This is an optimization exercise on Yosys and OpenROAD, whose aim is small area, a short achievable clock period and few clock cycles, not a production implementation. RTL that was checked went through simulation tests only; none was proved equivalent to the original. Power is estimated from default activity; no workload was simulated.

==> flow/design.v (excerpt) <==
module char_draw_top #(
    parameter int SCREEN_W = 640,
    parameter int SCREEN_H = 480
) (
    input  logic                       clk,
    input  logic                       rst,
    input  char_draw_pkg::pixel_x_t    x,
    input  char_draw_pkg::pixel_y_t    y,
    input  char_draw_pkg::char_code_t  code,
    input  char_draw_pkg::glyph_size_t size,
    input  logic [1:0]                 mode,
    input  char_draw_pkg::color_id_t   idata_fg,
    input  char_draw_pkg::color_id_t   idata_bg,
    input  logic                       idata_vld,
    output logic                       odone,
    output char_draw_pkg::vga_addr_t   oaddr,
    output char_draw_pkg::color_id_t   odata,
    output logic                       owren
);
    char_draw_pkg::pixel_x_t      origin_x;
    char_draw_pkg::pixel_y_t      origin_y;
    char_draw_pkg::char_code_t    char_code;
    char_draw_pkg::glyph_size_t   glyph_size;
    char_draw_pkg::color_id_t     fg_color;
    char_draw_pkg::color_id_t     bg_color;
    logic        busy;        
    localparam int IW = 4;   
    localparam int IN = 3;   
    logic [IN-1:0] init;      
    logic [1:0]  nb_cy;       
    logic [11:0] base_a;      
    logic [11:0] base_b;      
    logic [11:0] base_c;      
    logic [4:0]  gidx;        
    logic [4:0]  gidx_d;
    logic        scan_vld;    
    logic [11:0] nb_hi;       
    logic [3:0]  sx;          
    logic [2:0]  col;         
    logic [3:0]  sy;          
    logic [3:0]  rrow;        
    logic [4:0]  gbits;       
    logic        s_rowstart;  
    logic        s_bit;       
    logic [4:0]  rom_bits;
    logic        accept;
    logic        row_end;
    logic        last_pix;
    assign accept   = idata_vld && !busy;
    logic [IW+1:0] chunk_sum [IN];
    logic [1:0]    cy_sel;
    always_comb begin
        cy_sel = 2'd0;
        for (int k = 0; k < IN; k++) begin
  ...
Size: ~870 cells after synthesis, ~120 flip-flops, ~81 I/O pins, ~0.0067 sq mm of cells after synthesis.
export LEC_CHECK = 0
export ABC_AREA = 1
export CAP_MARGIN = 20
export CORE_MARGIN = 2
export CORE_UTILIZATION = 40
export CTS_BUF_LIST = sky130_fd_sc_hd__clkbuf_4
export SETUP_SLACK_MARGIN = 3.0
export SLEW_MARGIN = 20
export SYNTH_MEMORY_MAX_BITS = 16384
create_clock -name core_clock -period 5.0 [get_ports {clk}]
standard.sh (not shown) runs the stock make flow with config.mk's settings and CLKGATE_MAP_FILE= SYNTH_SCRIPT=/design/flow/synth_recipe.tcl, a recipe that flattens the netlist after the stock synthesis.
==> flow/flow/run.sh <==
#!/bin/bash
# The standard layout, with plain buffers on the ports in place of the delay-cell
# buffers buffer_ports picks by default. Each tool's output goes to the ORFS logs
# under orfs/logs/; make's own output goes to make_finish.log here.
set -euo pipefail
export BUFFER_PORTS_ARGS="-buffer_cell sky130_fd_sc_hd__buf_1"
bash standard.sh finish > make_finish.log 2>&1
Testbench counts at the start, summed over its fixed seeds: cycles 175,420.
Then changed:
- CTS_BUF_LIST: sky130_fd_sc_hd__clkbuf_4 -> sky130_fd_sc_hd__clkbuf_4 sky130_fd_sc_hd__clkbuf_8
Final cell count shrinks by 1.6%.
Sequential power is about the same.
Register-to-register slack gets better by 0.13 ns.
Final area fell by 1.9%.

Setup of oak:
Another version of the RTL of char_draw_top (not shown whole).
Size in the first run: ~810 cells after synthesis, ~81 I/O pins.
export LEC_CHECK = 0
export CAP_MARGIN = 20
export CORE_MARGIN = 2
export CORE_UTILIZATION = 40
export SETUP_SLACK_MARGIN = 3.0
export SLEW_MARGIN = 20
export SYNTH_MEMORY_MAX_BITS = 16384
create_clock -name core_clock -period 5.0 [get_ports {clk}]
run.sh (not shown) runs the stock make flow with config.mk's settings and CLKGATE_MAP_FILE= SYNTH_SCRIPT=/design/flow/synth_recipe.tcl, a recipe that flattens the netlist after the stock synthesis.
Stock flow here: none of the scripts above is used.
In summary, oak completed successfully, with a layout that passed the timing, design-rule and antenna checks.
Testbench counts of oak, summed over its fixed seeds: cycles 175,036.
For pine, these inputs were changed with respect to oak:
- SETUP_SLACK_MARGIN: 3.0 -> unset
Notes after the runs:
pine ends up with a combined global-route utilization of all metal layers that is 1.8 points lower than in oak.
In the reports for oak and pine, the larger count of fill cells added during filler insertion belongs to pine.
[compare] base=oak new=pine: synthesized cell count level, final hold slack moved down, first-pass GRT wire length moved down.
pine closes out successfully: all stages finished, all timing, DRC and antenna checks passed.
Going from oak to pine, portion of total power attributed to the clock network increased by 0.4 points relative to the old numbers, wire length went down 15%.
In the reports for oak and pine, the larger final area belongs to oak.
Of oak and pine, the lower leakage power total belongs to pine.
Transition time of the tightest slew-check pin up 210 ps in pine wrt oak
Relative to oak, the met3 wire length of pine is lower by 170 um.

Another version of the RTL of char_draw_top (not shown whole).
For scale: roughly 780 cells after synthesis, ~110 flip-flops, roughly 81 I/O pins, about 6100 µm² of cells after synthesis.
export LEC_CHECK = 0
export ABC_AREA = 1
export CAP_MARGIN = 20
export CORE_MARGIN = 2
export CORE_UTILIZATION = 50
export CTS_BUF_LIST = sky130_fd_sc_hd__clkbuf_4 sky130_fd_sc_hd__clkbuf_8
export SETUP_SLACK_MARGIN = 3.0
export SLEW_MARGIN = 20
export SYNTH_MEMORY_MAX_BITS = 16384
create_clock -name core_clock -period 5.0 [get_ports {clk}]
standard.sh (not shown) runs the stock make flow with config.mk's settings and CLKGATE_MAP_FILE= SYNTH_SCRIPT=/design/flow/synth_recipe.tcl, a recipe that flattens the netlist after the stock synthesis.
==> flow/flow/run.sh <==
#!/bin/bash
# The standard layout with two changes:
#  - plain buffers on the ports in place of the delay-cell buffers buffer_ports
#    picks by default;
#  - clock tree synthesis without dummy loads (cells that only load clock nets to
#    even out their delays); its other arguments are the standard ones.
# Each tool's output goes to the ORFS logs under orfs/logs/; make's own output goes
# to make_finish.log here.
set -euo pipefail
export BUFFER_PORTS_ARGS="-buffer_cell sky130_fd_sc_hd__buf_1"
export CTS_ARGS="-sink_clustering_enable -repair_clock_nets -buf_list {sky130_fd_sc_hd__clkbuf_4 sky130_fd_sc_hd__clkbuf_8} -dont_use_dummy_load"
bash standard.sh finish > make_finish.log 2>&1
The first run finished clean.
Testbench counts at the start, summed over its fixed seeds: cycles 175,420.
Edit:
==> flow/flow/run.sh (replaced) <==
#!/bin/bash
# The standard layout, with plain buffers on the ports in place of the delay-cell
# buffers buffer_ports picks by default. Each tool's output goes to the ORFS logs
# under orfs/logs/; make's own output goes to make_finish.log here.
set -euo pipefail
export BUFFER_PORTS_ARGS="-buffer_cell sky130_fd_sc_hd__buf_1"
bash standard.sh finish > make_finish.log 2>&1
--- a/flow/config.mk
+++ b/flow/config.mk
@@ -10,3 +10,3 @@
 export CORE_MARGIN = 2
-export CORE_UTILIZATION = 50
+export CORE_UTILIZATION = 40
 export CTS_BUF_LIST = sky130_fd_sc_hd__clkbuf_4 sky130_fd_sc_hd__clkbuf_8
=> Cell area grows by a few percent. Total power grows by about a fifth. Register-to-register slack gets worse by 0.02 ns. Setup slack gets worse by 0.010 ns. Wire length shrinks by a few percent. Cell count grows by a few percent.
Edit:
==> flow/flow/run.sh (replaced) <==
#!/bin/bash
# The standard layout with two changes:
#  - plain buffers on the ports in place of the delay-cell buffers buffer_ports
#    picks by default;
#  - clock tree synthesis without dummy loads (cells that only load clock nets to
#    even out their delays); its other arguments are the standard ones.
# Each tool's output goes to the ORFS logs under orfs/logs/; make's own output goes
# to make_finish.log here.
set -euo pipefail
export BUFFER_PORTS_ARGS="-buffer_cell sky130_fd_sc_hd__buf_1"
export CTS_ARGS="-sink_clustering_enable -repair_clock_nets -buf_list {sky130_fd_sc_hd__clkbuf_4 sky130_fd_sc_hd__clkbuf_8} -dont_use_dummy_load"
bash standard.sh finish > make_finish.log 2>&1
--- a/flow/config.mk
+++ b/flow/config.mk
@@ -8,8 +8,8 @@
 export ABC_AREA = 1
-export CAP_MARGIN = 20
+export CAP_MARGIN = 0
 export CORE_MARGIN = 2
-export CORE_UTILIZATION = 40
+export CORE_UTILIZATION = 60
 export CTS_BUF_LIST = sky130_fd_sc_hd__clkbuf_4 sky130_fd_sc_hd__clkbuf_8
 export SETUP_SLACK_MARGIN = 3.0
-export SLEW_MARGIN = 20
+export SLEW_MARGIN = 0
 export SYNTH_MEMORY_MAX_BITS = 16384
Effect: Die area falls by 32%. Utilization rises by 23 points. Setup slack gets worse by 0.0078 ns. Flip-flop and latch count stays the same. Clock power falls by 46%.
Edit:
==> flow/flow/run.sh (replaced) <==
#!/bin/bash
# The standard layout, with plain buffers on the ports in place of the delay-cell
# buffers buffer_ports picks by default. Each tool's output goes to the ORFS logs
# under orfs/logs/; make's own output goes to make_finish.log here.
set -euo pipefail
export BUFFER_PORTS_ARGS="-buffer_cell sky130_fd_sc_hd__buf_1"
bash standard.sh finish > make_finish.log 2>&1
--- a/flow/config.mk
+++ b/flow/config.mk
@@ -8,8 +8,8 @@
 export ABC_AREA = 1
-export CAP_MARGIN = 0
+export CAP_MARGIN = 20
 export CORE_MARGIN = 2
-export CORE_UTILIZATION = 60
+export CORE_UTILIZATION = 40
 export CTS_BUF_LIST = sky130_fd_sc_hd__clkbuf_4 sky130_fd_sc_hd__clkbuf_8
-export SETUP_SLACK_MARGIN = 3.0
-export SLEW_MARGIN = 0
+export SETUP_SLACK_MARGIN = 2.9
+export SLEW_MARGIN = 20
 export SYNTH_MEMORY_MAX_BITS = 16384
The new run completed without violations.
Critical path depth climbs by 11.
Clock-buffer cell count went up by 9.
Sequential share of layout area is lower by 0.32 points.
Clock skew drops by 0.0074 ns.
Wire length decreases by 5.0%.
Edit:
==> flow/flow/run.sh (replaced) <==
#!/bin/bash
# The standard layout with two changes:
#  - plain buffers on the ports in place of the delay-cell buffers buffer_ports
#    picks by default;
#  - clock tree synthesis without dummy loads (cells that only load clock nets to
#    even out their delays); its other arguments are the standard ones.
# Each tool's output goes to the ORFS logs under orfs/logs/; make's own output goes
# to make_finish.log here.
set -euo pipefail
export BUFFER_PORTS_ARGS="-buffer_cell sky130_fd_sc_hd__buf_1"
export CTS_ARGS="-sink_clustering_enable -repair_clock_nets -buf_list {sky130_fd_sc_hd__clkbuf_4 sky130_fd_sc_hd__clkbuf_8} -dont_use_dummy_load"
bash standard.sh finish > make_finish.log 2>&1
--- a/flow/config.mk
+++ b/flow/config.mk
@@ -10,6 +10,7 @@
 export CORE_MARGIN = 2
-export CORE_UTILIZATION = 40
+export CORE_UTILIZATION = 60
 export CTS_BUF_LIST = sky130_fd_sc_hd__clkbuf_4 sky130_fd_sc_hd__clkbuf_8
-export SETUP_SLACK_MARGIN = 2.9
+export SETUP_SLACK_MARGIN = 3.0
 export SLEW_MARGIN = 20
 export SYNTH_MEMORY_MAX_BITS = 16384
+export TNS_END_PERCENT = 5
The new run passed the timing, design-rule and antenna checks.
Total power came out lower by roughly a tenth.
Via count increases by a few percent.
Maximum frequency rose slightly.

char_draw_top, a different RTL version from the one above (not shown whole).
Size in the first run: about 880 cells after synthesis, about 81 I/O pins, roughly 7400 µm² of cells after synthesis.
clock: 5.0 ns
lec_check: 0
cap_margin: 20
core_margin: 2
core_utilization: 40
slew_margin: 20
synth_memory_max_bits: 16384
==> flow/flow/run.sh <==
#!/bin/bash
# The standard layout, with plain buffers on the ports in place of the delay-cell
# buffers buffer_ports picks by default. Each tool's output goes to the ORFS logs
# under orfs/logs/; make's own output goes to make_finish.log here.
set -euo pipefail
export BUFFER_PORTS_ARGS="-buffer_cell sky130_fd_sc_hd__buf_1"
bash standard.sh finish > make_finish.log 2>&1
Rerun with:
--- a/flow/config.mk
+++ b/flow/config.mk
@@ -9,4 +9,5 @@
 export CORE_MARGIN = 2
 export CORE_UTILIZATION = 40
+export SETUP_SLACK_MARGIN = 3.0
 export SLEW_MARGIN = 20
 export SYNTH_MEMORY_MAX_BITS = 16384
The changed run passed the timing, design-rule and antenna checks.
Wire length increases by 13%.
Sequential share of layout area is lower by 2.7 points.
Cell count rises by 3.3%.
Worst setup slack is better by 870 ps.
Rerun with:
==> flow/run.sh (new file) <==
#!/bin/bash
# synth_recipe.tcl (not shown) runs the flow's synth.tcl, then flattens the netlist and writes it again
# the make line also repeats each setting of config.mk as NAME=value (left out here)
make -C /OpenROAD-flow-scripts/flow DESIGN_CONFIG=/design/flow/config.mk WORK_HOME=/design/flow/orfs CLKGATE_MAP_FILE= SYNTH_SCRIPT=/design/flow/synth_recipe.tcl finish
--- a/flow/config.mk
+++ b/flow/config.mk
@@ -9,5 +9,4 @@
 export CORE_MARGIN = 2
 export CORE_UTILIZATION = 40
-export SETUP_SLACK_MARGIN = 3.0
 export SLEW_MARGIN = 20
 export SYNTH_MEMORY_MAX_BITS = 16384
removed: flow/flow/run.sh
removed: flow/standard.sh
After rerunning: The changed run went through all stages and came out clean; via count fell by a few percent; critical path depth fell by 1; design area fell by a few percent; power rose by a few percent; non-clock buffer count fell by 36; utilization fell by 2.2 points.
Rerun with:
==> flow/flow/run.sh (new file) <==
#!/bin/bash
# The standard layout, with plain buffers on the ports in place of the delay-cell
# buffers buffer_ports picks by default. Each tool's output goes to the ORFS logs
# under orfs/logs/; make's own output goes to make_finish.log here.
set -euo pipefail
export BUFFER_PORTS_ARGS="-buffer_cell sky130_fd_sc_hd__buf_1"
bash standard.sh finish > make_finish.log 2>&1
==> flow/standard.sh (new file) <==
#!/bin/bash
# synth_recipe.tcl (not shown) runs the flow's synth.tcl, then flattens the netlist and writes it again
# the make line also repeats each setting of config.mk as NAME=value (left out here)
make -C /OpenROAD-flow-scripts/flow DESIGN_CONFIG=/design/flow/config.mk WORK_HOME=/design/flow/orfs CLKGATE_MAP_FILE= SYNTH_SCRIPT=/design/flow/synth_recipe.tcl "${@:-finish}"
--- a/flow/config.mk
+++ b/flow/config.mk
@@ -9,4 +9,6 @@
 export CORE_MARGIN = 2
 export CORE_UTILIZATION = 40
+export CTS_BUF_LIST = sky130_fd_sc_hd__clkbuf_4 sky130_fd_sc_hd__clkbuf_8
+export SETUP_SLACK_MARGIN = 3.0
 export SLEW_MARGIN = 20
 export SYNTH_MEMORY_MAX_BITS = 16384
removed: flow/run.sh
After rerunning: Clock power falls by a quarter to a third. Area after synthesis is unchanged. Non-clock buffer count rises by 47. Sequential cell count stays the same.
No functional check of the RTL was part of any run of this note.

RTL: one of the versions met above, not the one the previous note started from.
Size: about 6100 µm² of cells after synthesis.
Settings: LEC_CHECK=0, ABC_AREA=1, CAP_MARGIN=20, CORE_MARGIN=2, CORE_UTILIZATION=60, CTS_BUF_LIST=sky130_fd_sc_hd__clkbuf_4 sky130_fd_sc_hd__clkbuf_8, SETUP_SLACK_MARGIN=3.0, SLEW_MARGIN=20, SYNTH_MEMORY_MAX_BITS=16384; clock period 5.0 ns.
==> flow/flow/run.sh <==
#!/bin/bash
# The standard layout, with plain buffers on the ports in place of the delay-cell
# buffers buffer_ports picks by default. Each tool's output goes to the ORFS logs
# under orfs/logs/; make's own output goes to make_finish.log here.
set -euo pipefail
export BUFFER_PORTS_ARGS="-buffer_cell sky130_fd_sc_hd__buf_1"
bash standard.sh finish > make_finish.log 2>&1
The starting point finished with timing, DRC and antenna clean.
Testbench counts at the start, summed over its fixed seeds: cycles 175,420.
Edit:
==> flow/flow/run.sh (replaced) <==
#!/bin/bash
# The standard layout with two changes:
#  - plain buffers on the ports in place of the delay-cell buffers buffer_ports
#    picks by default;
#  - clock tree synthesis without dummy loads (cells that only load clock nets to
#    even out their delays); its other arguments are the standard ones.
# Each tool's output goes to the ORFS logs under orfs/logs/; make's own output goes
# to make_finish.log here.
set -euo pipefail
export BUFFER_PORTS_ARGS="-buffer_cell sky130_fd_sc_hd__buf_1"
export CTS_ARGS="-sink_clustering_enable -repair_clock_nets -buf_list {sky130_fd_sc_hd__clkbuf_4 sky130_fd_sc_hd__clkbuf_8} -dont_use_dummy_load"
bash standard.sh finish > make_finish.log 2>&1
--- a/flow/config.mk
+++ b/flow/config.mk
@@ -11 +11 @@
-export CORE_UTILIZATION = 60
+export CORE_UTILIZATION = 40
The new run completed with no timing, DRC or antenna violations.
Power is lower by 15%.
Global-route usage is lower by 11 points.
Combinational power is lower by 5.1%.
Non-clock buffer count is higher by 7.
Worst setup slack improves by 28 ps.
Via count is lower by 6.5%.
Synthesized cell count does not change.
Area after synthesis does not change.
Die area is higher by 48%.
Cell count is higher by 4.5%.
Edit:
--- a/flow/config.mk
+++ b/flow/config.mk
@@ -11 +11 @@
-export CORE_UTILIZATION = 40
+export CORE_UTILIZATION = 65
=> Design area shrinks by 0.61%. Worst setup slack loses 61 ps. Non-clock buffer count grows by 2. Total power grows by 3.7%.

[what the ideal ports hide]
The results above use ideal ports. As a check the final layouts listed here were re-extracted and re-timed, cells and wires unchanged. Step 1 sets driving cells, clkbuf_16 on the clock port and buf_2 on the other inputs (assumed; they add their load-dependent delay and slew). Step 2 moves the port delays by t, midway between the first and last clock arrival at a register: inputs arrive t later, outputs are due t later. That takes back most of the time a late clock gives input paths. a / b / c = no drivers / after step 1 / after step 2; a / b = the first two.
run	t, ns	setup WS [ns]	worst hold slack (ns)	worst setup path after step 2
the first run of note 1	0.570	2.876 / 2.855 / 2.600	0.427 / 0.427 / 0.427	input to register
the second run of note 1	0.474	2.976 / 2.940 / 2.710	0.423 / 0.423 / 0.423	input to register
oak	0.453	2.277 / 2.277 / 2.277	0.457 / 0.457 / 0.457	register to register
pine	0.457	2.052 / 2.052 / 2.052	0.453 / 0.453 / 0.453	register to register
the first run of note 3	0.443	3.055 / 3.020 / 2.822	0.389 / 0.389 / 0.389	input to register
the second run of note 3	0.467	3.045 / 3.018 / 2.800	0.415 / 0.415 / 0.415	input to register
the third run of note 3	0.452	3.037 / 2.999 / 2.801	0.412 / 0.412 / 0.412	input to register
the fourth run of note 3	0.458	2.953 / 2.951 / 2.716	0.426 / 0.426 / 0.426	input to register
the fifth run of note 3	0.447	2.983 / 2.947 / 2.799	0.412 / 0.412 / 0.412	input to register
the first run of note 4	0.452	1.634 / 1.634 / 1.634	0.444 / 0.444 / 0.444	register to register
the second run of note 4	0.456	2.507 / 2.507 / 2.507	0.453 / 0.453 / 0.453	register to register
the third run of note 4	0.456	1.462 / 1.462 / 1.462	0.448 / 0.448 / 0.448	register to register
the fourth run of note 4	0.477	2.518 / 2.518 / 2.518	0.456 / 0.456 / 0.456	register to register
the first run of note 5	0.464	3.022 / 2.985 / 2.742	0.421 / 0.421 / 0.421	input to register
the second run of note 5	0.457	3.050 / 3.017 / 2.799	0.414 / 0.414 / 0.414	input to register
the third run of note 5	0.451	2.989 / 2.956 / 2.675	0.425 / 0.425 / 0.425	input to register
After both steps setup and hold are still met in every run listed. For the third run of note 5, which loses most, drivers alone change the setup slack by -0.033 ns; drivers and shift together by -0.314 ns.
